Source: an optimization exercise on an open RTL-to-GDS flow (aim: a short achievable clock period and few clock cycles). Production flows keep margins and buffers that such runs may drop.
At most, simulation tests tie the RTL to the original design; equivalence was not proved.
No functional check of the RTL was part of runs 1 to 3.
Power figures rest on the tool's default switching activity, not on a simulated workload.

==> flow/design.v <==
`timescale 1ns/1ns
package axi_lite_pkg;
  typedef logic [31:0] addr_t;
  typedef logic [31:0] data_t;
  typedef logic [3:0] strb_t;
  typedef enum logic [1:0] {
    RESP_OKAY   = 2'b00,
    RESP_SLVERR = 2'b10
  } resp_t;
endpackage
`timescale 1ns/1ns
package spi_flash_pkg;
  typedef logic [7:0]  opcode_t;
  typedef logic [23:0] flash_addr_t;
  typedef logic [3:0]  dummy_t;
  typedef logic [5:0]  data_len_t;
  typedef logic [7:0]  clkdiv_t;
  typedef logic        cs_idx_t;
  typedef enum logic [2:0] {
    ENG_IDLE,
    ENG_COMMAND,
    ENG_ADDRESS,
    ENG_DUMMY,
    ENG_DATA,
    ENG_FINISH
  } engine_state_t;
  typedef enum logic [1:0] {
    XIP_IDLE,
    XIP_WAIT,
    XIP_RESPOND
  } xip_state_t;
endpackage
`timescale 1ns/1ns
module axi_qspi_controller
(
  input  logic       s_axi_aclk,
  input  logic       s_axi_aresetn,
  input  logic       s_axi_awvalid_i,
  input  axi_lite_pkg::addr_t      s_axi_awaddr_i,
  output logic       s_axi_awready_o,
  input  logic       s_axi_wvalid_i,
  input  axi_lite_pkg::data_t      s_axi_wdata_i,
  input  axi_lite_pkg::strb_t      s_axi_wstrb_i,
  output logic       s_axi_wready_o,
  output logic       s_axi_bvalid_o,
  output axi_lite_pkg::resp_t      s_axi_bresp_o,
  input  logic       s_axi_bready_i,
  input  logic       s_axi_arvalid_i,
  input  axi_lite_pkg::addr_t      s_axi_araddr_i,
  output logic       s_axi_arready_o,
  output logic       s_axi_rvalid_o,
  output axi_lite_pkg::data_t      s_axi_rdata_o,
  output axi_lite_pkg::resp_t      s_axi_rresp_o,
  input  logic       s_axi_rready_i,
  output logic       spi_clk_o,
  output logic [1:0] spi_csn_o,
  output logic       spi_sdo_o,
  input  logic       spi_sdi_i
);
  localparam logic [2:0] SEG_HDR = 3'd0;   
  localparam logic [2:0] SEG_DUM = 3'd1;   
  localparam logic [2:0] SEG_DAT = 3'd2;   
  localparam logic [2:0] SEG_XD  = 3'd3;   
  localparam logic [2:0] SEG_END = 3'd4;   
  logic [7:0]  clkdiv;
  logic        cpol;
  logic [7:0]  cmd;
  logic [23:0] addr;
  logic [5:0]  len;
  logic        aen;
  logic [3:0]  dummy;
  logic        wcmd;
  logic [31:0] txdata;
  logic        cs_def;
  logic [31:0] cs_a0, cs_m0, cs_a1, cs_m1;
  logic [31:0] cmd_rx;
  logic        cmd_pend;       
  logic        fr_open;        
  logic        fr_xip;         
  logic        st_cs;          
  logic [2:0]  seg;
  logic [5:0]  bl;             
  logic        last;           
  logic        ph;             
  logic [7:0]  wcnt;           
  logic        allow;          
  logic [31:0] tx;
  logic [31:0] rx_sh;
  logic [23:0] sh_a;           
  logic [23:0] sh_n;           
  logic        want;           
  logic [31:0] ar_q;
  logic        win_q;          
  logic        ok_q;           
  logic        cs_q;           
  logic        e0_q;           
  logic        dec;            
  logic        hs_q;           
  logic        pend_new;       
  logic [23:0] off_q;
  logic        rd_out;
  logic        wr_seen;
  logic        wr_go;
  logic [11:0] wq_sel;
  logic        wq_ok;
  logic [31:0] wq_d;
  logic [3:0]  wq_s;
  logic        busy;
  assign busy = cmd_pend | (fr_open & ~fr_xip);
  function automatic logic [31:0] bswap(input logic [31:0] w);
    bswap = {w[7:0], w[15:8], w[23:16], w[31:24]};
  endfunction
  function automatic logic [7:0] mb(input logic [7:0] o, input logic [7:0] d, input logic s);
    mb = s ? d : o;
  endfunction
  function automatic logic [31:0] mw(input logic [31:0] o, input logic [31:0] d, input logic [3:0] s);
    mw = {mb(o[31:24], d[31:24], s[3]), mb(o[23:16], d[23:16], s[2]),
          mb(o[15:8], d[15:8], s[1]), mb(o[7:0], d[7:0], s[0])};
  endfunction
  function automatic logic mapped(input logic [31:0] a);
    mapped = (a[31:12] == 20'h0) && (a[1:0] == 2'b00) && (a[11:2] <= 10'd11);
  endfunction
  logic        ar_hs;
  logic        d_hit;
  logic        d_miss;
  logic [31:0] d_val;
  assign ar_hs  = s_axi_arvalid_i & s_axi_arready_o;
  assign d_hit  = dec & win_q & fr_open & fr_xip & (st_cs == cs_q) & e0_q;
  assign d_miss = dec & win_q & ~(fr_open & fr_xip & (st_cs == cs_q) & e0_q);
  always_comb begin
    case (ar_q[5:2])
      4'd0:    d_val = {23'h0, cpol, clkdiv};
      4'd1:    d_val = {24'h0, cmd};
      4'd2:    d_val = {8'h0, addr};
      4'd3:    d_val = {15'h0, wcmd, dummy, 3'h0, aen, 2'h0, len};
      4'd4:    d_val = txdata;
      4'd5:    d_val = cmd_rx;
      4'd6:    d_val = {31'h0, busy};
      4'd7:    d_val = {31'h0, cs_def};
      4'd8:    d_val = cs_a0;
      4'd9:    d_val = cs_m0;
      4'd10:   d_val = cs_a1;
      4'd11:   d_val = cs_m1;
      default: d_val = '0;
    endcase
  end
  logic close_st;
  logic close_now;
  logic xhold;
  logic lead;
  logic lead_clk;
  logic trail;
  logic word_done;
  logic deliver;
  logic [31:0] word;
  assign close_st  = fr_xip ? (pend_new | wr_seen) : (seg == SEG_END);
  assign close_now = fr_open & ~ph & (close_st | (d_miss & fr_xip));
  assign xhold     = (seg == SEG_XD) & last & ~want & ~hs_q;
  assign lead      = fr_open & ~ph & allow & ~close_st;
  assign lead_clk  = lead & ~(d_miss & fr_xip);
  assign trail     = fr_open & ph & allow & (~xhold | close_st);
  assign word      = {rx_sh[30:0], spi_sdi_i};
  assign word_done = trail & (seg == SEG_XD) & last;
  assign deliver   = word_done & (want | hs_q);
  assign wr_go = s_axi_awvalid_i & s_axi_wvalid_i & ~s_axi_awready_o & ~s_axi_bvalid_o &
                 ~fr_open & ~cmd_pend & ~pend_new;
  always_ff @(posedge s_axi_aclk) begin
    if (ar_hs) begin
      ar_q <= s_axi_araddr_i;
    end
    if (dec) begin
      off_q <= ar_q[23:0] - 24'h001000;
    end
    if (wr_go) begin
      for (int i = 0; i < 12; i++) begin
        wq_sel[i] <= (s_axi_awaddr_i[11:2] == 10'(i));
      end
      wq_ok <= mapped(s_axi_awaddr_i);
      wq_d  <= s_axi_wdata_i;
      wq_s  <= s_axi_wstrb_i;
    end
    sh_n <= sh_a + 24'd4;
    if (!fr_open) begin
      if (cmd_pend) begin
        tx <= {cmd, addr};
      end else begin
        tx   <= {8'h03, off_q};
        sh_a <= ar_q[23:0];
      end
    end else begin
      if (lead) begin
        spi_sdo_o <= tx[31];
        tx        <= {tx[30:0], 1'b0};
      end
      if (trail) begin
        if (seg == SEG_XD) begin
          rx_sh <= word;
        end
        if (last && (seg == SEG_HDR || seg == SEG_DUM)) begin
          tx <= txdata;
        end
        if (last && seg == SEG_XD) begin
          sh_a <= sh_n;
        end
      end
    end
    if (dec && !win_q) begin
      s_axi_rdata_o <= ok_q ? d_val : 32'h0;
    end else if (deliver) begin
      s_axi_rdata_o <= bswap(word);
    end
  end
  always_ff @(posedge s_axi_aclk or negedge s_axi_aresetn) begin
    if (!s_axi_aresetn) begin
      clkdiv   <= 8'd4;
      cpol     <= 1'b0;
      cmd      <= '0;
      addr     <= '0;
      len      <= '0;
      aen      <= 1'b0;
      dummy    <= '0;
      wcmd     <= 1'b0;
      txdata   <= '0;
      cs_def   <= 1'b0;
      cs_a0    <= '0;
      cs_m0    <= '0;
      cs_a1    <= '0;
      cs_m1    <= '0;
      cmd_rx   <= '0;
      cmd_pend <= 1'b0;
      fr_open  <= 1'b0;
      fr_xip   <= 1'b0;
      st_cs    <= 1'b0;
      seg      <= SEG_HDR;
      bl       <= '0;
      last     <= 1'b0;
      ph       <= 1'b0;
      wcnt     <= '0;
      allow    <= 1'b0;
      want     <= 1'b0;
      spi_clk_o <= 1'b0;
      spi_csn_o <= 2'b11;
      win_q    <= 1'b0;
      ok_q     <= 1'b0;
      cs_q     <= 1'b0;
      e0_q     <= 1'b0;
      dec      <= 1'b0;
      hs_q     <= 1'b0;
      pend_new <= 1'b0;
      rd_out   <= 1'b0;
      s_axi_arready_o <= 1'b0;
      s_axi_rvalid_o  <= 1'b0;
      s_axi_rresp_o   <= axi_lite_pkg::RESP_OKAY;
      wr_seen  <= 1'b0;
      s_axi_awready_o <= 1'b0;
      s_axi_wready_o  <= 1'b0;
      s_axi_bvalid_o  <= 1'b0;
      s_axi_bresp_o   <= axi_lite_pkg::RESP_OKAY;
    end else begin
      wr_seen <= s_axi_awvalid_i | s_axi_wvalid_i;
      s_axi_awready_o <= wr_go;
      s_axi_wready_o  <= wr_go;
      if (s_axi_bvalid_o && s_axi_bready_i) begin
        s_axi_bvalid_o <= 1'b0;
      end
      if (s_axi_awready_o) begin
        s_axi_bvalid_o <= 1'b1;
        s_axi_bresp_o  <= wq_ok ? axi_lite_pkg::RESP_OKAY : axi_lite_pkg::RESP_SLVERR;
        if (wq_ok) begin
          if (wq_sel[0]) begin
            clkdiv <= mb(clkdiv, wq_d[7:0], wq_s[0]);
            if (wq_s[1]) cpol <= wq_d[8];
          end
          if (wq_sel[1]) cmd <= mb(cmd, wq_d[7:0], wq_s[0]);
          if (wq_sel[2]) addr <= {mb(addr[23:16], wq_d[23:16], wq_s[2]),
                                  mb(addr[15:8], wq_d[15:8], wq_s[1]),
                                  mb(addr[7:0], wq_d[7:0], wq_s[0])};
          if (wq_sel[3]) begin
            if (wq_s[0]) len <= wq_d[5:0];
            if (wq_s[1]) begin
              aen   <= wq_d[8];
              dummy <= wq_d[15:12];
            end
            if (wq_s[2]) wcmd <= wq_d[16];
          end
          if (wq_sel[4]) txdata <= mw(txdata, wq_d, wq_s);
          if (wq_sel[6] && wq_s[0] && wq_d[0]) cmd_pend <= 1'b1;
          if (wq_sel[7] && wq_s[0]) cs_def <= wq_d[0];
          if (wq_sel[8])  cs_a0 <= mw(cs_a0, wq_d, wq_s);
          if (wq_sel[9])  cs_m0 <= mw(cs_m0, wq_d, wq_s);
          if (wq_sel[10]) cs_a1 <= mw(cs_a1, wq_d, wq_s);
          if (wq_sel[11]) cs_m1 <= mw(cs_m1, wq_d, wq_s);
        end
      end
      dec  <= ar_hs;
      hs_q <= d_hit;
      if (ar_hs) begin
        win_q <= (s_axi_araddr_i[31:12] != 20'h0);
        ok_q  <= mapped(s_axi_araddr_i);
        cs_q  <= ((s_axi_araddr_i & cs_m0) == cs_a0) ? 1'b0 :
                 ((s_axi_araddr_i & cs_m1) == cs_a1) ? 1'b1 : cs_def;
        e0_q  <= (s_axi_araddr_i[23:0] == sh_a);
      end
      if (ar_hs) begin
        rd_out <= 1'b1;
        s_axi_arready_o <= 1'b0;
      end else if (s_axi_rvalid_o && s_axi_rready_i) begin
        rd_out <= 1'b0;
        s_axi_arready_o <= 1'b1;
      end else if (!rd_out) begin
        s_axi_arready_o <= 1'b1;
      end
      if (s_axi_rvalid_o && s_axi_rready_i) begin
        s_axi_rvalid_o <= 1'b0;
      end
      if (dec && !win_q) begin
        s_axi_rvalid_o <= 1'b1;
        s_axi_rresp_o  <= ok_q ? axi_lite_pkg::RESP_OKAY : axi_lite_pkg::RESP_SLVERR;
      end
      if (deliver) begin
        s_axi_rvalid_o <= 1'b1;
        s_axi_rresp_o  <= axi_lite_pkg::RESP_OKAY;
      end
      if (d_miss) begin
        pend_new <= 1'b1;
      end
      if (!fr_open) begin
        spi_clk_o <= cpol;
        ph        <= 1'b0;
        wcnt      <= clkdiv;
        allow     <= (clkdiv == 8'd0);
        if (cmd_pend) begin
          cmd_pend  <= 1'b0;
          fr_open   <= 1'b1;
          fr_xip    <= 1'b0;
          spi_csn_o <= cs_def ? 2'b01 : 2'b10;
          seg       <= SEG_HDR;
          bl        <= aen ? 6'd32 : 6'd8;
          last      <= 1'b0;
          cmd_rx    <= '0;
        end else if (pend_new) begin
          pend_new  <= 1'b0;
          fr_open   <= 1'b1;
          fr_xip    <= 1'b1;
          st_cs     <= cs_q;
          spi_csn_o <= cs_q ? 2'b01 : 2'b10;
          seg       <= SEG_HDR;
          bl        <= 6'd32;
          last      <= 1'b0;
          want      <= 1'b1;
        end
      end else begin
        if (close_now) begin
          fr_open   <= 1'b0;
          fr_xip    <= 1'b0;
          spi_csn_o <= 2'b11;
          want      <= 1'b0;
        end
        if (lead_clk || trail) begin
          spi_clk_o <= ~spi_clk_o;
          ph        <= ~ph;
        end
        if (lead || trail) begin
          wcnt  <= clkdiv;
          allow <= (clkdiv == 8'd0);
        end else begin
          if (wcnt != 8'd0) wcnt <= wcnt - 8'd1;
          allow <= (wcnt <= 8'd1);
        end
        if (trail) begin
          if (seg == SEG_DAT && !wcmd) begin
            cmd_rx <= {cmd_rx[30:0], spi_sdi_i};
          end
          if (!last) begin
            bl   <= bl - 6'd1;
            last <= (bl == 6'd2);
          end else begin
            case (seg)
              SEG_HDR: begin
                if (fr_xip) begin
                  seg  <= SEG_XD;
                  bl   <= 6'd32;
                  last <= 1'b0;
                end else if (dummy != 4'h0) begin
                  seg  <= SEG_DUM;
                  bl   <= {2'b00, dummy};
                  last <= (dummy == 4'd1);
                end else if (len != 6'd0) begin
                  seg  <= SEG_DAT;
                  bl   <= len;
                  last <= (len == 6'd1);
                end else begin
                  seg  <= SEG_END;
                end
              end
              SEG_DUM: begin
                if (len != 6'd0) begin
                  seg  <= SEG_DAT;
                  bl   <= len;
                  last <= (len == 6'd1);
                end else begin
                  seg  <= SEG_END;
                end
              end
              SEG_XD: begin
                bl   <= 6'd32;
                last <= 1'b0;
              end
              default: seg <= SEG_END;
            endcase
          end
        end
      end
      if (deliver) begin
        want <= 1'b0;
      end else if (hs_q) begin
        want <= 1'b1;
      end
    end
  end
endmodule
==> flow/run.sh <==
#!/bin/bash
# synth_recipe.tcl (not shown) runs the flow's synth.tcl, then flattens the netlist and writes it again
# the make line also repeats each setting of config.mk as NAME=value (left out here)
make -C /OpenROAD-flow-scripts/flow DESIGN_CONFIG=/design/flow/config.mk WORK_HOME=/design/flow/orfs CLKGATE_MAP_FILE= SYNTH_SCRIPT=/design/flow/synth_recipe.tcl finish
==> flow/config.mk <==
export PLATFORM = sky130hd
export DESIGN_NAME = axi_qspi_controller
export DESIGN_NICKNAME = axi_qspi_controller
export VERILOG_FILES = /design/flow/design.v
export SDC_FILE = /design/flow/constraint.sdc
export NUM_CORES = 4
export LEC_CHECK = 0
export CAP_MARGIN = 20
export CORE_MARGIN = 2
export CORE_UTILIZATION = 40
export SETUP_SLACK_MARGIN = 2.5
export SLEW_MARGIN = 20
==> flow/constraint.sdc <==
create_clock -name core_clock -period 5.0 [get_ports {s_axi_aclk}]
set_input_delay 1.0000 -clock core_clock [delete_from_list [all_inputs] [get_ports {s_axi_aclk}]]
set_output_delay 1.0000 -clock core_clock [all_outputs]
set_load 0.01 [all_outputs]
==> impl_metrics.env, run 1 <==
export IMPL_finalHoldViolations=0
export IMPL_critical_path_max_fanout=20
export IMPL_share_clk_of_total_power_pct=27.9
export IMPL_die_x_um=247.9
export IMPL_ios=153
export IMPL_portBuffers=150
export IMPL_cts_root_buf="clkbuf_16"
export IMPL_skew_ns=0.01895
export IMPL_clk_latency_ns=0.63
export IMPL_finalCritPeriodShare_pct=49.91
export IMPL_ir_worst_vdd_v=0.0003282
export IMPL_p_comb_share_pct=26.7
export IMPL_clkSlewWorstSetupHoldPaths_ns=0.06
export IMPL_first_pass_iters=8
export IMPL_antenna_found_initial=4
export IMPL_fmax_ghz=0.4008
export IMPL_hold_class="input port to asynchronous set/reset pin"
export IMPL_core_um2=58910
export IMPL_synth_edff_count=184
export IMPL_cp_top_family="simple AND/OR/NAND/NOR gates"
export IMPL_path_cells="buf_4 -> nor4bb_4 -> buf_4 -> a22oi_1 -> nand4_1 -> a22o_1"
export IMPL_arrival_ns=2.99
export IMPL_tns_ns=0
export IMPL_critPathRequiredTime_ns=5.49
export IMPL_gr_total_overflow=0
export IMPL_criticalPathCategory="flop to flop"
export IMPL_max_clock_path_buffers=3
export IMPL_internal_power_w=0.01046
export IMPL_ys_warn_count=1
export IMPL_start_util_pct=40.39
export IMPL_vias=17506
export IMPL_setup_viol=0
export IMPL_synth_cell_types=70
export IMPL_grt_pass1_vias=17205
export IMPL_seq_area_frac_synth_pct=58.35
export IMPL_drive_gt1_share_pct=22.23
export IMPL_yosysTopAreaCell="dfrtp_1"
export IMPL_cts_sinks=529
export IMPL_place_ws_ns=1.593
export IMPL_switchingPower_w=0.005440
export IMPL_syn_avg_cell_area_um2=12.38
export IMPL_wl_met2_um=36010
export IMPL_hold_buffers=0
export IMPL_vias_per_cell=5.989
export IMPL_switching_share_pct=34.22
export IMPL_cts_made_buffers=57
export IMPL_slew_limit_headroom_pct=39.71
export IMPL_critPathSlowestCell="nor4bb_4"
export IMPL_path_buf_inv=2
export IMPL_totalWireLength_um=78780
export IMPL_leakage_nw=11.90
export IMPL_hpwl_um=54890
export IMPL_grt_pass1_wl_um=115200
export IMPL_nets=2215
export IMPL_ys_ff_latch=529
export IMPL_path_common_cell="buf_4"
export IMPL_p_per_area_nw_per_um2=556.1
export IMPL_dieArea_um2=61450
export IMPL_slowest_delay_ns=0.60
export IMPL_rows=89
export IMPL_wl_met3_um=6306
export IMPL_antenna_cells=0
export IMPL_grt_max_degree=114
export IMPL_top_layer="met5"
export IMPL_nFillCells=5215
export IMPL_power_frac_seq_pct=45.4
export IMPL_min_period_ns=2.495
export IMPL_h_tree_depth=2
export IMPL_ant_nets=0
export IMPL_syn_inst=1922
export IMPL_async_flop_share_pct=54.63
export IMPL_track_usage_pct=25.50
export IMPL_cts_tree="yes"
export IMPL_yosys_top_cells_area="dfrtp_1 30%, edfxtp_1 23%, mux2_2 13%"
export IMPL_max_cap_violations=0
export IMPL_synth_top_area_share_pct=30.08
export IMPL_rsz0062_at_grt="yes"
export IMPL_dp_cells=2790
export IMPL_synth_main_ff_cell="dfrtp_1"
export IMPL_die_y_um=247.9
export IMPL_wl_per_cell_um=26.95
export IMPL_syn_cell_area_um2=23790
export IMPL_fin_cells=2923
export IMPL_startpoint_type="flop"
export IMPL_drtIter0Drc=1618
export IMPL_fin_ws_ns=2.505
export IMPL_gp_congestion=0.9256
export IMPL_status="complete, no violations"
export IMPL_worst_pin_slew_ns=0.8968
export IMPL_crit_path_end_kind="flop"
export IMPL_wl_met1_um=32800
export IMPL_drc=0
export IMPL_final_max_slew_viol_count=0
export IMPL_syn_to_final_growth_pct=20.16
[registers in the layout (all words and copies together), names as in the netlist, 31 cells and up]
signal / cells
cs_a1: 32
cs_m1: 32
rx_sh: 31
s_axi_rdata_o: 32
cs_m0: 32
tx: 32
cmd_rx: 32
txdata: 32
wq_d: 32
cs_a0: 32
[layout make-up]
type,count,area [µm²],share of cell area [%]
timing repair buffer,207,1998,6.989
tap,773,967.2,3.383
clock buffer,70,1558,5.449
multi-input combinational,1283,9647,33.74
sequential,529,13890,48.60
clock inverter,38,426.7,1.492
inverter,23,97.59,0.3414
[kinds of logic (layout without fill, tap and decap cells)]
logic type / count (synthesis) / count (layout) / share of synthesized area, %
DFF: 529 / 529 / 58.35
and+or+nand+nor: 482 / 483 / 10.47
AOI/OAI and AO/OA: 424 / 424 / 12.27
muxes: 308 / 308 / 14.38
buffers and inverters: 112 / 338 / 1.988
xor gates and xnor gates: 60 / 60 / 2.209
adders and majority gates: 6 / 6 / 0.3155
other: 1 / 2 / 0.01576
[metal layers]
layer | vias up | global-route usage, %
met5 | - | 0
met4 | 6 | 10.58
met3 | 196 | 4.790
met2 | 820 | 40.30
met1 | 8815 | 34.49
li1 | 7669 | -
[placed cells by master (no fill, tap or decap), types with 56 or more instances in the layout]
cell type,netlist,routed
dfrtp_1,286,278
mux2_2,271,271
edfxtp_1,184,184
nand2_1,172,171
clkdlybuf4s50_1,0,90
a21oi_1,78,78
a22oi_1,79,78
o21ai_0,76,75
nand3_1,65,61
clkbuf_16,0,61
dfxtp_1,56,56
[power by group through the flow]
stage               logic [W]  registers, W  clock network, W
CTS                   0.00418       0.00716           0.00451
global route          0.00460       0.00736           0.00468
finish                0.00424       0.00722           0.00443
floorplan             0.00279       0.00670                 0
global placement      0.00393       0.00726                 0
detailed placement    0.00400       0.00731                 0
[final timing paths]
| path | from | end | slack [ns] | depth (start not counted) |
|---|---|---|---|---|
| max | ar_q[2] | s_axi_rdata_o[12] | 2.50 | 6 |
| min | s_axi_aresetn | bl[1] | 0.36 | 1 |
| max reg2reg | ar_q[2] | s_axi_rdata_o[12] | 2.50 | 6 |
| min reg2reg | tx[31] | spi_sdo_o | 0.44 | 0 |
| max in group asynchronous | s_axi_aresetn | s_axi_awready_o | 3.55 | 2 |
| min in group core_clock | tx[31] | spi_sdo_o | 0.44 | 0 |
[stage by stage]
| step | power, W | util [%] | area, µm² | hold WS (ns) |
|---|---|---|---|---|
| after floorplan | 0.009489 | - | 23810 | 0.3677 |
| after global placement | 0.01119 | 44.54 | 26240 | 0.4031 |
| after detailed placement | 0.01131 | 44.54 | 26240 | 0.4012 |
| after CTS | 0.01585 | 48.25 | 28420 | 0.3637 |
| after global routing | 0.01663 | 48.53 | 28590 | 0.3890 |
| final | 0.01590 | 48.53 | 28590 | 0.3553 |
[synthesized netlist by cell type, drive strengths merged, types with 5 or more instances]
library cell  number
o22a              18
mux2             271
xor2              36
nand2b             8
o41ai              5
dfxtp             56
nor3              15
a21oi             78
nor4b              5
xnor2             24
or4                8
nand2            172
o31ai              9
nand3             65
and3b             16
edfxtp           184
dfrtp            286
a222oi            15
a22o              24
nor2              48
clkbuf            72
and3              41
ha                 6
o21ai             79
nor4              29
a22oi             79
a221oi            13
inv               22
a21boi            16
buf               17
a211oi            41
mux2i             37
a21o              19
nor2b             26
nand4             23
[what timing repair did]
item / in CTS / in global routing
endpoints found under the hold margin: 0 / 0
endpoints found under the setup margin: 198 / 88
setup buffers: 19 / 3
cloned: 1 / 2
pin swaps: 5 / 3
gates resized for setup: 72 / 29
==> inputs of run 2 (changes only) <==
--- a/flow/config.mk
+++ b/flow/config.mk
@@ -10,3 +10,3 @@
 export CORE_UTILIZATION = 40
-export SETUP_SLACK_MARGIN = 2.5
+export SETUP_SLACK_MARGIN = 3.0
 export SLEW_MARGIN = 20
==> run 2 against run 1 <==
Effect of this change:
- synthesized cell count did not move
- core utilization rose by 5.1 points
- still clean
- global-route usage rose by 4.1 points
- worst setup slack improved by 0.033 ns
- largest power group unchanged
- fmax rose by 1.4%
- first-iteration DRC count rose by 22%
- count of clock-buffer cells in the layout rose by 13
- critical endpoint is now cs_q
- final cell count rose by 5.3%
- synthesized area did not move
- wire length rose by 19%
- hold slack improved by 0.053 ns
- non-clock buffer count rose by 140
==> impl_metrics.env, run 2 <==
export IMPL_critPathSlowestCell="clkdlybuf4s50_1"
export IMPL_cts_sinks=529
export IMPL_start_util_pct=40.39
export IMPL_utilization_pct=53.66
export IMPL_critical_path_depth=6
export IMPL_drive_gt1_share_pct=35.76
export IMPL_drtIter0Drc=1969
export IMPL_totalWireLength_um=93510
export IMPL_antenna_found_initial=3
export IMPL_finalHoldViolations=0
export IMPL_nets=2371
export IMPL_track_usage_pct=29.62
export IMPL_finalCritPeriodShare_pct=49.24
export IMPL_skew_ns=0.01646
export IMPL_synth_most_common_cell="dfrtp_1"
export IMPL_final_cell_mix="276 x dfrtp_1, 269 x mux2_2, 184 x edfxtp_1, 124 x nand2_1, 81 x buf_4"
export IMPL_vias_per_cell=6.208
export IMPL_ant_nets=0
export IMPL_worst_pin_slew_ns=0.9924
export IMPL_yosysTopAreaCell="dfrtp_1"
export IMPL_syn_cell_area_um2=23790
export IMPL_syn_avg_cell_area_um2=12.38
export IMPL_startpoint="s_axi_araddr_i[4]"
export IMPL_grt_pass1_wl_um=130800
export IMPL_seq_area_frac_synth_pct=58.35
export IMPL_criticalPathCategory="input port to flop"
export IMPL_ys_warn_count=1
export IMPL_ir_worst_vdd_v=0.0003393
export IMPL_gp_congestion=0.9184
export IMPL_hpwl_um=55390
export IMPL_cts_made_buffers=57
export IMPL_crit_path_end_kind="flop"
export IMPL_leakage_nw=13.48
export IMPL_critical_path_max_fanout=7
export IMPL_cts_root_buf="clkbuf_16"
export IMPL_rows=89
export IMPL_syn_to_final_growth_pct=32.86
export IMPL_gr_total_overflow=0
export IMPL_dieArea_um2=61450
export IMPL_vias=19101
export IMPL_syn_inst=1922
export IMPL_die_y_um=247.9
export IMPL_fmax_ghz=0.4062
export IMPL_setup_viol=0
export IMPL_max_cap_violations=0
export IMPL_hold_buffers=0
export IMPL_min_period_ns=2.462
export IMPL_synth_top_area_share_pct=30.08
export IMPL_tns_ns=0
export IMPL_clkSlewWorstSetupHoldPaths_ns=0.06
export IMPL_ys_ff_latch=529
export IMPL_portBuffers=150
export IMPL_slowest_delay_ns=0.76
export IMPL_nFillCells=4878
export IMPL_async_flop_share_pct=54.63
export IMPL_first_pass_iters=6
export IMPL_status="complete, no violations"
export IMPL_final_common_cell="dfrtp_1"
export IMPL_path_cells="clkdlybuf4s50_1 -> and3_1 -> o22a_1 -> nand4_1 -> or4_1 -> a31o_2"
export IMPL_arrival_ns=2.97
export IMPL_rrSetupSlack_ns=2.55
export IMPL_yosys_top_cells_area="dfrtp_1 30%, edfxtp_1 23%, mux2_2 13%"
export IMPL_antenna_cells=0
export IMPL_synth_cell_types=70
export IMPL_synth_main_ff_cell="dfrtp_1"
export IMPL_p_per_area_nw_per_um2=538.1
export IMPL_cts_tree="yes"
export IMPL_hp_start="sh_a[0]"
export IMPL_hold_class="flop to flop"
export IMPL_ios=153
export IMPL_wl_per_cell_um=30.39
export IMPL_h_tree_depth=2
export IMPL_finalInstanceArea_um2=31610
export IMPL_postPlaceCellArea_um2=26240
export IMPL_die_x_um=247.9
export IMPL_max_clock_path_buffers=3
export IMPL_critPathCapture="cs_q"
export IMPL_core_um2=58910
export IMPL_timing_rr_end="tx[19]"
export IMPL_critPathRequiredTime_ns=5.51
export IMPL_slew_limit_headroom_pct=33.67
export IMPL_r2r_start="fr_xip"
export IMPL_startpoint_type="input port"
export IMPL_cp_top_family="buffers and inverters"
export IMPL_clk_latency_ns=0.63
export IMPL_rsz0062_at_grt="yes"
export IMPL_synth_commonest_cells="286 x dfrtp_1, 271 x mux2_2, 184 x edfxtp_1"
export IMPL_grt_pass1_vias=18782
export IMPL_path_buf_inv=1
export IMPL_drc=0
export IMPL_final_max_slew_viol_count=0
export IMPL_r2r_cells=6
export IMPL_synth_edff_count=184
export IMPL_grt_max_degree=91
[run 2: cell counts after synthesis]
No cell type changed its count.
[run 2: worst reg2reg max path, delay by kind of cell (launching register included)]
kind	cells	cell delay, ns
AO/OA/AOI/OAI	2	0.37
buffers and inverters	1	0.20
flip-flops	1	0.42
AND/OR/NAND/NOR	2	1.15
multiplexers	1	0.18
[run 2: per-layer routing]
layer	vias to the layer above	wire [µm]	GRT usage (%)
li1	8028	-	-
met1	9649	35520	38.11
met2	1092	41780	45.79
met3	326	9819	6.801
met4	6	6350	17.31
met5	-	36	0
[run 2: power breakdown]
part           total (W)  switching (W)  internal [W]  leakage, nW
logic            0.00523        0.00271       0.00253         6.61
registers        0.00738        0.00150       0.00589         5.95
clock network    0.00439        0.00181       0.00258        0.920
[run 2: timing repair]
| action | in CTS | in global routing |
|---|---|---|
| endpoints found under the hold margin | 0 | 0 |
| resized for setup | 388 | 216 |
| setup buffers | 108 | 41 |
| setup endpoints to repair | 402 | 285 |
| pin swaps | 96 | 120 |
| cloned | 36 | 9 |
[run 2: how the worst min path moves through the flow]
| stage | endpoint | slack (ns) | cells past startpoint |
|---|---|---|---|
| finish | sh_n[0] | 0.41 | 0 |
| global placement | sh_n[0] | 0.39 | 0 |
| CTS | sh_n[0] | 0.41 | 0 |
| floorplan | sh_n[0] | 0.37 | 0 |
| global route | sh_n[1] | 0.43 | 0 |
| detailed placement | sh_n[0] | 0.38 | 0 |
[run 2: layout make-up]
type | count | area (µm²) | share of cell area (%)
well taps | 773 | 967.2 | 3.060
multi-input cells | 1298 | 10780 | 34.09
inverters | 23 | 101.3 | 0.3206
repair inverters | 1 | 7.507 | 0.02375
flip-flops and latches | 529 | 13900 | 43.98
clock buffers | 83 | 1637 | 5.177
clock inverters | 23 | 284.0 | 0.8985
repair buffers | 347 | 3936 | 12.45
[run 2: per-stage QoR]
| stage | power [W] | instances | setup slack (ns) | hold slack, ns |
|---|---|---|---|---|
| 2_1_floorplan | 0.009546 | 1923 | 2.700 | 0.3677 |
| 3_3_place_gp | 0.01125 | 2777 | 1.698 | 0.3876 |
| 3_5_place_dp | 0.01136 | 2777 | 1.699 | 0.3798 |
| 4_1_cts | 0.01648 | 3027 | 2.522 | 0.4051 |
| 5_1_grt | 0.01762 | 3077 | 2.485 | 0.4313 |
| 6_report | 0.01701 | 3077 | 2.538 | 0.4080 |
[run 2: kinds of logic (layout without fill, tap and decap cells)]
logic type | count (synthesis) | after routing | share of synthesized area (%)
simple gates | 482 | 496 | 10.47
compound gates | 424 | 426 | 12.27
fa+ha+maj | 6 | 6 | 0.3155
buf+inv | 112 | 477 | 1.988
xor+xnor | 60 | 60 | 2.209
other cells | 1 | 2 | 0.01576
flops | 529 | 529 | 58.35
mux | 308 | 308 | 14.38
==> inputs of run 3 (changes only) <==
--- a/flow/design.v
+++ b/flow/design.v
@@ -92,7 +92,8 @@
   logic [31:0] ar_q;
+  logic [31:0] mm0_q;          
+  logic [31:0] mm1_q;          
+  logic [23:0] x0_q;           
   logic        win_q;          
-  logic        ok_q;           
-  logic        cs_q;           
-  logic        e0_q;           
   logic        dec;            
+  logic        cs_q;           
   logic        hs_q;           
@@ -101,2 +102,5 @@
   logic        rd_out;
+  logic        rv_go;          
+  logic [31:0] rv_q;
+  logic        rr_q;           
   logic        wr_seen;
@@ -122,3 +126,4 @@
   endfunction
-  logic        ar_hs;
+  logic        d_cs;
+  logic        d_on;
   logic        d_hit;
@@ -126,5 +131,6 @@
   logic [31:0] d_val;
-  assign ar_hs  = s_axi_arvalid_i & s_axi_arready_o;
-  assign d_hit  = dec & win_q & fr_open & fr_xip & (st_cs == cs_q) & e0_q;
-  assign d_miss = dec & win_q & ~(fr_open & fr_xip & (st_cs == cs_q) & e0_q);
+  assign d_cs   = (mm0_q == 32'h0) ? 1'b0 : (mm1_q == 32'h0) ? 1'b1 : cs_def;
+  assign d_on   = fr_open & fr_xip & (st_cs == d_cs) & (x0_q == 24'h0);
+  assign d_hit  = dec & win_q & d_on;
+  assign d_miss = dec & win_q & ~d_on;
   always_comb begin
@@ -148,7 +154,7 @@
   logic close_now;
+  logic xd_last;
   logic xhold;
-  logic lead;
+  logic step;
   logic lead_clk;
   logic trail;
-  logic word_done;
   logic deliver;
@@ -157,9 +163,9 @@
   assign close_now = fr_open & ~ph & (close_st | (d_miss & fr_xip));
-  assign xhold     = (seg == SEG_XD) & last & ~want & ~hs_q;
-  assign lead      = fr_open & ~ph & allow & ~close_st;
-  assign lead_clk  = lead & ~(d_miss & fr_xip);
+  assign xd_last   = (seg == SEG_XD) & last;
+  assign xhold     = xd_last & ~want & ~hs_q;
+  assign step      = fr_open & ~ph & allow;
+  assign lead_clk  = step & ~close_st & ~(d_miss & fr_xip);
   assign trail     = fr_open & ph & allow & (~xhold | close_st);
   assign word      = {rx_sh[30:0], spi_sdi_i};
-  assign word_done = trail & (seg == SEG_XD) & last;
-  assign deliver   = word_done & (want | hs_q);
+  assign deliver   = fr_open & ph & allow & xd_last & (want | hs_q);
   assign wr_go = s_axi_awvalid_i & s_axi_wvalid_i & ~s_axi_awready_o & ~s_axi_bvalid_o &
@@ -167,4 +173,7 @@
   always_ff @(posedge s_axi_aclk) begin
-    if (ar_hs) begin
-      ar_q <= s_axi_araddr_i;
+    if (s_axi_arready_o) begin
+      ar_q  <= s_axi_araddr_i;
+      mm0_q <= (s_axi_araddr_i & cs_m0) ^ cs_a0;
+      mm1_q <= (s_axi_araddr_i & cs_m1) ^ cs_a1;
+      x0_q  <= s_axi_araddr_i[23:0] ^ sh_a;
     end
@@ -172,4 +181,7 @@
       off_q <= ar_q[23:0] - 24'h001000;
+      cs_q  <= d_cs;
+      rv_q  <= mapped(ar_q) ? d_val : 32'h0;
+      rr_q  <= ~mapped(ar_q);
     end
-    if (wr_go) begin
+    if (!s_axi_awready_o) begin
       for (int i = 0; i < 12; i++) begin
@@ -190,3 +202,3 @@
     end else begin
-      if (lead) begin
+      if (step) begin
         spi_sdo_o <= tx[31];
@@ -201,3 +213,3 @@
         end
-        if (last && seg == SEG_XD) begin
+        if (xd_last) begin
           sh_a <= sh_n;
@@ -206,4 +218,4 @@
     end
-    if (dec && !win_q) begin
-      s_axi_rdata_o <= ok_q ? d_val : 32'h0;
+    if (rv_go) begin
+      s_axi_rdata_o <= rv_q;
     end else if (deliver) begin
@@ -243,5 +255,2 @@
       win_q    <= 1'b0;
-      ok_q     <= 1'b0;
-      cs_q     <= 1'b0;
-      e0_q     <= 1'b0;
       dec      <= 1'b0;
@@ -250,2 +259,3 @@
       rd_out   <= 1'b0;
+      rv_go    <= 1'b0;
       s_axi_arready_o <= 1'b0;
@@ -294,12 +304,9 @@
       end
-      dec  <= ar_hs;
-      hs_q <= d_hit;
-      if (ar_hs) begin
+      dec   <= s_axi_arvalid_i & s_axi_arready_o;
+      hs_q  <= d_hit;
+      rv_go <= dec & ~win_q;
+      if (s_axi_arready_o) begin
         win_q <= (s_axi_araddr_i[31:12] != 20'h0);
-        ok_q  <= mapped(s_axi_araddr_i);
-        cs_q  <= ((s_axi_araddr_i & cs_m0) == cs_a0) ? 1'b0 :
-                 ((s_axi_araddr_i & cs_m1) == cs_a1) ? 1'b1 : cs_def;
-        e0_q  <= (s_axi_araddr_i[23:0] == sh_a);
       end
-      if (ar_hs) begin
+      if (s_axi_arvalid_i && s_axi_arready_o) begin
         rd_out <= 1'b1;
@@ -315,5 +322,5 @@
       end
-      if (dec && !win_q) begin
+      if (rv_go) begin
         s_axi_rvalid_o <= 1'b1;
-        s_axi_rresp_o  <= ok_q ? axi_lite_pkg::RESP_OKAY : axi_lite_pkg::RESP_SLVERR;
+        s_axi_rresp_o  <= rr_q ? axi_lite_pkg::RESP_SLVERR : axi_lite_pkg::RESP_OKAY;
       end
@@ -362,3 +369,3 @@
         end
-        if (lead || trail) begin
+        if (step || trail) begin
           wcnt  <= clkdiv;
--- a/flow/config.mk
+++ b/flow/config.mk
@@ -10,3 +10,3 @@
 export CORE_UTILIZATION = 40
-export SETUP_SLACK_MARGIN = 3.0
+export SETUP_SLACK_MARGIN = 2.7
 export SLEW_MARGIN = 20
==> run 3 against run 2 <==
Effect of this change:
- still clean on timing, DRC and antenna
- synthesized cell count increased by 6.3%
- wire length down 9.4%
- worst setup slack better by 0.050 ns
- flip-flop and latch count grew 128
- first-iteration DRC count grew 9.5%
- clock skew is 0.0018 ns higher
- critical endpoint is now spi_clk_o
==> impl_metrics.env, run 3 <==
export IMPL_critical_path_max_fanout=4
export IMPL_grt_pass1_vias=18381
export IMPL_synth_simple_area_share_pct=9.371
export IMPL_final_common_cell="edfxtp_1"
export IMPL_slowest_delay_ns=0.43
export IMPL_internal_power_w=0.01061
export IMPL_place_ws_ns=1.998
export IMPL_ant_nets=0
export IMPL_crit_path_end_kind="flop"
export IMPL_syn_avg_cell_area_um2=13.39
export IMPL_gp_congestion=0.8976
export IMPL_finalHoldViolations=0
export IMPL_synth_top_family_by_area="multiplexers"
export IMPL_antenna_found_initial=6
export IMPL_first_pass_iters=6
export IMPL_skew_ns=0.01826
export IMPL_leakage_nw=13.22
export IMPL_syn_inst=2044
export IMPL_dieArea_um2=70540
export IMPL_synth_top_area_share_pct=34.45
export IMPL_switchingPower_w=0.004217
export IMPL_criticalPathCategory="flop to flop"
export IMPL_critPathSlowestCell="or4_1"
export IMPL_ios=153
export IMPL_die_y_um=265.6
export IMPL_share_clk_of_total_power_pct=34.3
export IMPL_totalWireLength_um=84670
export IMPL_vias_per_cell=5.758
export IMPL_min_period_ns=2.412
export IMPL_max_clock_path_buffers=3
export IMPL_ir_worst_vdd_v=0.0003173
export IMPL_worst_pin_slew_ns=0.9300
export IMPL_hpwl_um=54310
export IMPL_synth_commonest_cells="314 x edfxtp_1, 284 x dfrtp_1, 284 x nand2_1"
export IMPL_antenna_cells=0
export IMPL_p_per_area_nw_per_um2=442.4
export IMPL_synth_most_common_cell="edfxtp_1"
export IMPL_h_tree_depth=3
export IMPL_drc=0
export IMPL_critPathRequiredTime_ns=5.50
export IMPL_drive_gt1_share_pct=24.95
export IMPL_p_comb_share_pct=17.3
export IMPL_rsz0062_at_grt="yes"
export IMPL_yosys_area_share_xor_xnor_pct=3.904
export IMPL_switching_share_pct=28.45
export IMPL_slew_limit_headroom_pct=38.00
export IMPL_syn_cell_area_um2=27370
export IMPL_ys_warn_count=1
export IMPL_ys_ff_latch=657
export IMPL_synthAdderAreaFrac_pct=0.3200
export IMPL_synthMuxAreaShare_pct=12.13
export IMPL_wl_per_cell_um=26.41
export IMPL_status="complete, no violations"
export IMPL_syn_to_final_growth_pct=22.42
export IMPL_nets=2394
export IMPL_final_max_slew_viol_count=0
export IMPL_grt_pass1_wl_um=122000
export IMPL_yosysTopAreaCell="edfxtp_1"
export IMPL_fin_ws_ns=2.588
export IMPL_synth_compound_area_share_pct=7.835
export IMPL_cts_root_buf="clkbuf_16"
export IMPL_core_um2=67510
export IMPL_vias=18461
export IMPL_hold_buffers=0
export IMPL_seq_area_frac_synth_pct=64.79
export IMPL_cts_made_buffers=70
export IMPL_power_frac_seq_pct=48.4
export IMPL_final_cell_mix="314 x edfxtp_1, 281 x nand2_1, 272 x dfrtp_1, 270 x mux2_2, 106 x clkdlybuf4s50_1"
export IMPL_drtIter0Drc=2156
export IMPL_clkSlewWorstSetupHoldPaths_ns=0.06
export IMPL_synth_main_ff_cell="edfxtp_1"
export IMPL_path_buf_inv=1
export IMPL_async_flop_share_pct=43.68
export IMPL_finalCritPeriodShare_pct=48.23
export IMPL_synth_cell_types=68
export IMPL_fin_cells=3206
export IMPL_rows=95
export IMPL_fmax_ghz=0.4147
export IMPL_hold_class="input port to asynchronous set/reset pin"
export IMPL_yosys_top_cells_area="edfxtp_1 34%, dfrtp_1 26%, mux2_2 11%"
export IMPL_gr_total_overflow=0
export IMPL_start_util_pct=40.54
export IMPL_path_cells="clkinvlp_4 -> nor4_4 -> nand4_1 -> nor2_4 -> a311oi_4 -> or4_1 -> o311ai_2"
export IMPL_portBuffers=150
export IMPL_clk_latency_ns=0.60
export IMPL_dp_cells=3006
export IMPL_arrival_ns=2.91
export IMPL_cts_tree="yes"
export IMPL_track_usage_pct=23.67
export IMPL_max_cap_violations=0
export IMPL_cts_sinks=657
export IMPL_synth_edff_count=314
export IMPL_startpoint_type="flop"
export IMPL_cp_top_family="simple AND/OR/NAND/NOR gates"
export IMPL_grt_max_degree=99
export IMPL_die_x_um=265.6
export IMPL_setup_viol=0
export IMPL_tns_ns=0
==> run 3: cell types whose count changed after synthesis, moves of 16 or more <==
| cell | before | now |
|---|---|---|
| a211oi_1 | 41 | 0 |
| a21oi_1 | 78 | 13 |
| nand2_1 | 172 | 284 |
| edfxtp_1 | 184 | 314 |
| a31oi_1 | 4 | 35 |
| and3b_1 | 16 | 0 |
| a311o_1 | 0 | 24 |
| nor2b_1 | 26 | 9 |
| o22a_1 | 18 | 2 |
| nor4_1 | 28 | 44 |
| xnor2_1 | 24 | 88 |
| and3_1 | 41 | 14 |
| a21boi_0 | 16 | 0 |
| nor2_1 | 48 | 74 |
==> run 3: cell families (layout without fill, tap and decap cells) <==
| group | Yosys count | in the layout |
|---|---|---|
| buffers and inverters | 106 | 385 |
| AOI/OAI and AO/OA | 293 | 295 |
| DFF | 657 | 657 |
| other | 1 | 2 |
| xor gates and xnor gates | 122 | 122 |
| and+or+nand+nor | 560 | 567 |
| muxes | 298 | 298 |
| adders and majority gates | 7 | 7 |
==> run 3: repair_timing <==
item	CTS	global route
pin swaps	19	34
buffers inserted	35	23
endpoints found under the hold margin	0	0
gates cloned	9	7
endpoints found under the setup margin	219	172
resized for setup	162	78
==> run 3: layout make-up <==
type	count	area [µm²]
well taps	873	1092
flip-flops and latches	657	17760
inverters	19	78.83
clock buffers	110	2067
fillers	5795	34010
repair buffers	240	2486
multi-input cells	1291	9874
clock inverters	16	153.9
==> run 3: power by group through the flow <==
stage / clock, W / sequential (W) / combinational, W
floorplan: 0 / 0.00700 / 0.00147
CTS: 0.00517 / 0.00716 / 0.00240
detailed placement: 0 / 0.00726 / 0.00216
global route: 0.00538 / 0.00725 / 0.00279
finish: 0.00508 / 0.00717 / 0.00257
global placement: 0 / 0.00724 / 0.00212
==> run 3: worst paths after layout <==
check,slack [ns],start,end,depth (start not counted)
setup / recovery,2.59,fr_xip,spi_clk_o,7
hold / removal,0.39,s_axi_aresetn,cs_a1[9],1
setup reg to reg,2.59,fr_xip,spi_clk_o,7
hold reg to reg,0.40,sh_a[0],sh_n[0],0
max in group asynchronous,3.29,s_axi_aresetn,last,2
min in group core_clock,0.40,sh_a[0],sh_n[0],0
==> run 3: per-layer routing <==
layer	vias up	track usage, %	share of wire, %
met2	788	36.41	46
li1	8069	-	-
met3	198	5.758	8.5
met5	-	0	0.045
met1	9400	31.77	41
met4	6	10.84	4.4
==> run 3: metrics by stage <==
stage / total power [W] / area (µm²) / hold WS [ns] / util (%)
detailed placement: 0.009419 / 29880 / 0.3813 / 44.26
floorplan: 0.008468 / 27390 / 0.3677 / -
global route: 0.01542 / 33510 / 0.4260 / 49.63
CTS: 0.01472 / 32920 / 0.3992 / 48.76
global placement: 0.009358 / 29860 / 0.3806 / 44.23
finish: 0.01482 / 33510 / 0.3859 / 49.63
==> run 3: worst register-to-register path, stage by stage (launching register included) <==
cell,delay [ns]
dfrtp_2,0.42
clkinvlp_4,0.22
nor4_4,0.37
nand4_1,0.36
nor2_4,0.30
a311oi_4,0.13
or4_1,0.43
o311ai_2,0.09
==> inputs of run 4 (changes only) <==
--- a/flow/design.v
+++ b/flow/design.v
@@ -75,3 +75,2 @@
   logic [31:0] cs_a0, cs_m0, cs_a1, cs_m1;
-  logic [31:0] cmd_rx;
   logic        cmd_pend;       
@@ -87,11 +86,12 @@
   logic [31:0] tx;
-  logic [31:0] rx_sh;
+  logic [31:0] rx;
   logic [23:0] sh_a;           
-  logic [23:0] sh_n;           
   logic        want;           
-  logic [31:0] ar_q;
-  logic [31:0] mm0_q;          
-  logic [31:0] mm1_q;          
-  logic [23:0] x0_q;           
+  logic        rd_out;         
+  logic [23:0] ar_q;
+  logic [7:0]  g0_q;           
+  logic [7:0]  g1_q;           
+  logic [5:0]  ge_q;           
   logic        win_q;          
+  logic        ok_q;           
   logic        dec;            
@@ -100,9 +100,7 @@
   logic        pend_new;       
-  logic [23:0] off_q;
-  logic        rd_out;
   logic        rv_go;          
-  logic [31:0] rv_q;
-  logic        rr_q;           
+  logic        wr_busy;        
   logic        wr_seen;
   logic        wr_go;
+  logic        wr_app;         
   logic [11:0] wq_sel;
@@ -126,2 +124,12 @@
   endfunction
+  function automatic logic [7:0] grp_eq(input logic [31:0] a, input logic [31:0] m,
+                                        input logic [31:0] v);
+    logic [31:0] x;
+    x = (a & m) ^ v;
+    for (int i = 0; i < 8; i++) begin
+      grp_eq[i] = (x[4*i +: 4] == 4'h0);
+    end
+  endfunction
+  logic [7:0]  ge_w;
+  assign ge_w = grp_eq({8'h0, s_axi_araddr_i[23:0]}, 32'h00FF_FFFF, {8'h0, sh_a});
   logic        d_cs;
@@ -131,4 +139,4 @@
   logic [31:0] d_val;
-  assign d_cs   = (mm0_q == 32'h0) ? 1'b0 : (mm1_q == 32'h0) ? 1'b1 : cs_def;
-  assign d_on   = fr_open & fr_xip & (st_cs == d_cs) & (x0_q == 24'h0);
+  assign d_cs   = (&g0_q) ? 1'b0 : (&g1_q) ? 1'b1 : cs_def;
+  assign d_on   = fr_open & fr_xip & (st_cs == d_cs) & (&ge_q);
   assign d_hit  = dec & win_q & d_on;
@@ -142,3 +150,3 @@
       4'd4:    d_val = txdata;
-      4'd5:    d_val = cmd_rx;
+      4'd5:    d_val = rx;
       4'd6:    d_val = {31'h0, busy};
@@ -160,2 +168,3 @@
   logic deliver;
+  logic rx_en;
   logic [31:0] word;
@@ -168,20 +177,17 @@
   assign trail     = fr_open & ph & allow & (~xhold | close_st);
-  assign word      = {rx_sh[30:0], spi_sdi_i};
-  assign deliver   = fr_open & ph & allow & xd_last & (want | hs_q);
-  assign wr_go = s_axi_awvalid_i & s_axi_wvalid_i & ~s_axi_awready_o & ~s_axi_bvalid_o &
-                 ~fr_open & ~cmd_pend & ~pend_new;
+  assign word      = {rx[30:0], spi_sdi_i};
+  assign deliver   = ph & allow & xd_last & (want | hs_q);
+  assign rx_en     = ph & allow & ((seg == SEG_XD && !last) || (seg == SEG_DAT && !wcmd));
+  assign wr_go = s_axi_awvalid_i & s_axi_wvalid_i & ~wr_busy & ~fr_open & ~cmd_pend & ~pend_new;
   always_ff @(posedge s_axi_aclk) begin
-    if (s_axi_arready_o) begin
-      ar_q  <= s_axi_araddr_i;
-      mm0_q <= (s_axi_araddr_i & cs_m0) ^ cs_a0;
-      mm1_q <= (s_axi_araddr_i & cs_m1) ^ cs_a1;
-      x0_q  <= s_axi_araddr_i[23:0] ^ sh_a;
+    if (!rd_out) begin
+      ar_q <= s_axi_araddr_i[23:0];
+      g0_q <= grp_eq(s_axi_araddr_i, cs_m0, cs_a0);
+      g1_q <= grp_eq(s_axi_araddr_i, cs_m1, cs_a1);
+      ge_q <= ge_w[5:0];
     end
     if (dec) begin
-      off_q <= ar_q[23:0] - 24'h001000;
-      cs_q  <= d_cs;
-      rv_q  <= mapped(ar_q) ? d_val : 32'h0;
-      rr_q  <= ~mapped(ar_q);
+      cs_q <= d_cs;
     end
-    if (!s_axi_awready_o) begin
+    if (!wr_busy) begin
       for (int i = 0; i < 12; i++) begin
@@ -193,3 +199,2 @@
     end
-    sh_n <= sh_a + 24'd4;
     if (!fr_open) begin
@@ -198,4 +203,4 @@
       end else begin
-        tx   <= {8'h03, off_q};
-        sh_a <= ar_q[23:0];
+        tx   <= {8'h03, ar_q[23:12] - 12'h001, ar_q[11:0]};
+        sh_a <= ar_q;
       end
@@ -206,12 +211,7 @@
       end
-      if (trail) begin
-        if (seg == SEG_XD) begin
-          rx_sh <= word;
-        end
-        if (last && (seg == SEG_HDR || seg == SEG_DUM)) begin
-          tx <= txdata;
-        end
-        if (xd_last) begin
-          sh_a <= sh_n;
-        end
+      if (ph && allow && last && seg[2:1] == 2'b00) begin
+        tx <= txdata;
+      end
+      if (deliver) begin
+        sh_a <= sh_a + 24'd4;
       end
@@ -219,3 +219,3 @@
     if (rv_go) begin
-      s_axi_rdata_o <= rv_q;
+      s_axi_rdata_o <= ok_q ? d_val : 32'h0;
     end else if (deliver) begin
@@ -240,3 +240,2 @@
       cs_m1    <= '0;
-      cmd_rx   <= '0;
       cmd_pend <= 1'b0;
@@ -251,2 +250,3 @@
       allow    <= 1'b0;
+      rx       <= '0;
       want     <= 1'b0;
@@ -254,3 +254,5 @@
       spi_csn_o <= 2'b11;
+      rd_out   <= 1'b0;
       win_q    <= 1'b0;
+      ok_q     <= 1'b0;
       dec      <= 1'b0;
@@ -258,8 +260,9 @@
       pend_new <= 1'b0;
-      rd_out   <= 1'b0;
       rv_go    <= 1'b0;
-      s_axi_arready_o <= 1'b0;
+      s_axi_arready_o <= 1'b1;
       s_axi_rvalid_o  <= 1'b0;
       s_axi_rresp_o   <= axi_lite_pkg::RESP_OKAY;
+      wr_busy  <= 1'b0;
       wr_seen  <= 1'b0;
+      wr_app   <= 1'b0;
       s_axi_awready_o <= 1'b0;
@@ -272,2 +275,8 @@
       s_axi_wready_o  <= wr_go;
+      wr_app <= s_axi_awready_o;
+      if (wr_go) begin
+        wr_busy <= 1'b1;
+      end else if (s_axi_bvalid_o && s_axi_bready_i) begin
+        wr_busy <= 1'b0;
+      end
       if (s_axi_bvalid_o && s_axi_bready_i) begin
@@ -275,3 +284,3 @@
       end
-      if (s_axi_awready_o) begin
+      if (wr_app) begin
         s_axi_bvalid_o <= 1'b1;
@@ -304,9 +313,10 @@
       end
-      dec   <= s_axi_arvalid_i & s_axi_arready_o;
+      dec   <= s_axi_arvalid_i & ~rd_out;
       hs_q  <= d_hit;
       rv_go <= dec & ~win_q;
-      if (s_axi_arready_o) begin
+      if (!rd_out) begin
         win_q <= (s_axi_araddr_i[31:12] != 20'h0);
+        ok_q  <= mapped(s_axi_araddr_i);
       end
-      if (s_axi_arvalid_i && s_axi_arready_o) begin
+      if (s_axi_arvalid_i && !rd_out) begin
         rd_out <= 1'b1;
@@ -316,4 +326,2 @@
         s_axi_arready_o <= 1'b1;
-      end else if (!rd_out) begin
-        s_axi_arready_o <= 1'b1;
       end
@@ -324,3 +332,3 @@
         s_axi_rvalid_o <= 1'b1;
-        s_axi_rresp_o  <= rr_q ? axi_lite_pkg::RESP_SLVERR : axi_lite_pkg::RESP_OKAY;
+        s_axi_rresp_o  <= ok_q ? axi_lite_pkg::RESP_OKAY : axi_lite_pkg::RESP_SLVERR;
       end
@@ -346,3 +354,3 @@
           last      <= 1'b0;
-          cmd_rx    <= '0;
+          rx        <= '0;
         end else if (pend_new) begin
@@ -376,6 +384,6 @@
         end
+        if (rx_en) begin
+          rx <= word;
+        end
         if (trail) begin
-          if (seg == SEG_DAT && !wcmd) begin
-            cmd_rx <= {cmd_rx[30:0], spi_sdi_i};
-          end
           if (!last) begin
--- a/flow/config.mk
+++ b/flow/config.mk
@@ -10,3 +10,3 @@
 export CORE_UTILIZATION = 40
-export SETUP_SLACK_MARGIN = 2.7
+export SETUP_SLACK_MARGIN = 2.8
 export SLEW_MARGIN = 20
==> run 4 against run 3 <==
Effect of this change:
- power shrank 14%
- sequential power shrank 15%
- global-route usage up 0.61 points
- cell area decreased by 19%
- sequential share of layout area down 5.6 points
- worst setup slack better by 0.15 ns
- still clean on timing, DRC and antenna
- largest cell class unchanged
- highest routed layer is now met4
- critical path type is now flop to output pin
- die area fell by 18%
- critical path depth fell by 6
- core utilization fell by 0.58 points
- count of clock-buffer cells in the layout is 24 lower
- non-clock buffer count decreased by 12
- flip-flop and latch count decreased by 183
==> impl_metrics.env, run 4 <==
export IMPL_crit_path_end_kind="output pin"
export IMPL_synth_top_area_share_pct=32.13
export IMPL_ys_ff_latch=474
export IMPL_core_um2=55090
export IMPL_nets=2148
export IMPL_ys_warn_count=1
export IMPL_seq_area_frac_synth_pct=57.40
export IMPL_grt_busiest_layer="met2"
export IMPL_cts_sinks=474
export IMPL_final_common_cell="dfrtp_1"
export IMPL_hold_buffers=0
export IMPL_rsz0062_at_grt="yes"
export IMPL_start_util_pct=40.43
export IMPL_grt_max_degree=109
export IMPL_synth_simple_area_share_pct=10.08
export IMPL_syn_cell_area_um2=22280
export IMPL_slowest_delay_ns=0.47
export IMPL_max_cap_violations=0
export IMPL_synth_cell_types=80
export IMPL_tns_ns=0
export IMPL_skew_ns=0.03083
export IMPL_track_usage_pct=24.28
export IMPL_grt_use_met2_pct=38.38
export IMPL_finalInstanceArea_um2=27020
export IMPL_criticalPathCategory="flop to output pin"
export IMPL_ant_nets=0
export IMPL_fin_ws_ns=2.741
export IMPL_synth_edff_count=184
export IMPL_vias=16369
export IMPL_antenna_cells=0
export IMPL_finalHoldViolations=0
export IMPL_path_cells="buf_2"
export IMPL_synth_top_family_by_area="multiplexers"
export IMPL_wl_per_cell_um=25.07
export IMPL_worst_pin_slew_ns=0.9522
export IMPL_ios=153
export IMPL_portBuffers=150
export IMPL_rows=86
export IMPL_cp_top_family="flip-flops"
export IMPL_synthAdderAreaFrac_pct=0.3370
export IMPL_first_pass_iters=5
export IMPL_p_per_area_nw_per_um2=471.3
export IMPL_gr_usage_met1_pct=32.94
export IMPL_startpoint_type="flop"
export IMPL_totalWireLength_um=70810
export IMPL_leakage_nw=11.03
export IMPL_synth_compound_area_share_pct=11.43
export IMPL_syn_to_final_growth_pct=21.30
export IMPL_synth_main_ff_cell="dfrtp_1"
export IMPL_dieArea_um2=57600
export IMPL_syn_avg_cell_area_um2=12.16
export IMPL_die_x_um=240.0
export IMPL_clkSlewWorstSetupHoldPaths_ns=0.06
export IMPL_clk_latency_ns=0.61
export IMPL_synthMuxAreaShare_pct=13.20
export IMPL_yosys_top_cells_area="dfrtp_1 32%, edfxtp_1 25%, mux2_2 11%"
export IMPL_critical_path_max_fanout=1
export IMPL_yosys_area_share_xor_xnor_pct=4.757
export IMPL_nFillCells=4971
export IMPL_hpwl_um=48790
export IMPL_synth_commonest_cells="286 x dfrtp_1, 225 x mux2_2, 189 x nand2_1"
export IMPL_syn_inst=1832
export IMPL_grt_pass1_vias=16398
export IMPL_slew_limit_headroom_pct=36.52
export IMPL_gp_congestion=0.8683
export IMPL_gr_total_overflow=0
export IMPL_cts_tree="yes"
export IMPL_grt_pass1_wl_um=103700
export IMPL_yosysTopAreaCell="dfrtp_1"
export IMPL_die_y_um=240.0
export IMPL_grt_met3_usage_pct=4.546
export IMPL_postPlaceCellArea_um2=24630
export IMPL_synth_most_common_cell="dfrtp_1"
export IMPL_final_max_slew_viol_count=0
export IMPL_drc=0
export IMPL_cts_root_buf="clkbuf_16"
export IMPL_async_flop_share_pct=61.18
export IMPL_critPathSlowestCell="edfxtp_1"
export IMPL_vias_per_cell=5.794
export IMPL_setup_viol=0
export IMPL_min_period_ns=2.259
export IMPL_finalCritPeriodShare_pct=45.18
export IMPL_place_ws_ns=1.912
export IMPL_h_tree_depth=2
export IMPL_final_cell_mix="283 x dfrtp_1, 225 x mux2_2, 189 x nand2_1, 184 x edfxtp_1, 100 x clkdlybuf4s50_1"
export IMPL_drtIter0Drc=1707
export IMPL_antenna_found_initial=2
export IMPL_critPathRequiredTime_ns=4.00
export IMPL_fmax_ghz=0.4426
export IMPL_ir_worst_vdd_v=0.0002405
export IMPL_path_buf_inv=1
export IMPL_hold_class="flop to flop"
export IMPL_status="complete, no violations"
export IMPL_drive_gt1_share_pct=23.45
export IMPL_cts_made_buffers=51
export IMPL_max_clock_path_buffers=3
export IMPL_arrival_ns=1.26
## run 4: cell count changes in the layout (fill, tap and decap cells not counted), sizes merged, moves of 32 or more
cell,change
a31oi,-32
edfxtp,-130
nand3,-34
mux2,-43
nand2,-96
a21oi,+61
o31ai,+32
dfxtp,-56
inv,+46
## run 4: path summary, 6_finish.rpt
kind	end	cells past startpoint	start	slack, ns
worst max register to register	tx[6]	3	fr_open	2.75
worst max-delay path	s_axi_rdata_o[0]	1	s_axi_rdata_o[0]	2.74
worst min register to register	wr_app	0	s_axi_awready_o	0.41
max in group asynchronous	cs_a0[4]	2	s_axi_aresetn	3.34
worst min-delay path	wr_app	0	s_axi_awready_o	0.41
min in group asynchronous	s_axi_rvalid_o	1	s_axi_aresetn	0.48
## run 4: metal layers
layer	vias to the layer above	routed length, µm
li1	7242	-
met5	-	0
met2	703	32440
met1	8276	30000
met3	148	5523
met4	0	2847
## run 4: area by class of cell
| class | count | area [µm²] | area share (%) |
|---|---|---|---|
| Sequential cell | 474 | 12790 | 47.34 |
| Multi-Input combinational cell | 1215 | 9186 | 34.00 |
| Timing Repair Buffer | 228 | 2116 | 7.830 |
| Clock buffer | 86 | 1584 | 5.862 |
| Tap cell | 748 | 935.9 | 3.463 |
| Inverter | 64 | 245.2 | 0.9075 |
| Clock inverter | 10 | 161.4 | 0.5973 |
## run 4: cells by family (layout without fill, tap and decap cells)
logic type               after synthesis  in the layout
AO/OA/AOI/OAI                        366            366
AND/OR/NAND/NOR                      454            455
XOR/XNOR                             121            121
flip-flops                           474            474
other                                  1              2
buffers and inverters                145            388
multiplexers                         265            265
adder cells (fa/ha/maj)                6              6
## run 4: worst reg2reg max path: stages (launching register included)
cell and delay [ns]:
dfrtp_4 0.57, nor2b_2 0.22, nand2_1 0.40, nand3_2 0.62
## run 4: repair_timing
| item | 4_1_cts | 5_1_grt |
|---|---|---|
| setup endpoints to repair | 225 | 158 |
| buffers inserted | 28 | 21 |
| gates cloned | 0 | 3 |
| resized for setup | 202 | 41 |
| pin swaps | 8 | 15 |
## run 4: stage by stage
step	hold slack (ns)	cells	power (W)	utilization, %
detailed placement	0.3967	2677	0.008626	44.70
global placement	0.3912	2677	0.008550	44.70
finish	0.4052	2825	0.01274	49.05
CTS	0.4030	2801	0.01264	48.18
global route	0.4144	2825	0.01331	49.05
floorplan	0.4003	1833	0.007537	-
## run 4: power by group
part / leakage [nW] / internal (W) / switching (W)
clock network: 0.844 / 0.00236 / 0.00158
registers: 5.60 / 0.00508 / 0.00103
logic: 4.58 / 0.00124 / 0.00146
Testbench counts of run 4, summed over its fixed seeds: cycles 141,600.

## afterwards: timing with drivers on the ports
The results above use ideal ports. As a check the final layouts listed here were re-extracted and re-timed, cells and wires unchanged. Step 1 assumes that a clkbuf_16 drives the clock port and a buf_2 every other input. Step 2 also shifts input and output timing later by t, the mid clock arrival at the registers, as if the neighbouring blocks saw the same clock. Slacks: no drivers / after step 1 / after step 2; pairs: no drivers / after step 1.
run | t, ns | slack for setup (ns) | worst setup path after step 2 | worst register clock-pin slew, ns
run 1 | 0.689 | 2.505 / 2.505 / 1.870 | input to register | 0.07 / 0.07
run 2 | 0.679 | 2.538 / 2.546 / 1.894 | input to register | 0.07 / 0.07
run 3 | 0.657 | 2.588 / 2.588 / 2.176 | input to register | 0.06 / 0.06
run 4 | 0.655 | 2.741 / 2.684 / 2.163 | input to register | 0.07 / 0.07
After both steps every run listed still meets setup and hold. The setup slack of run 2, which loses most, moves by +0.008 ns with the drivers and by -0.644 ns with both steps.
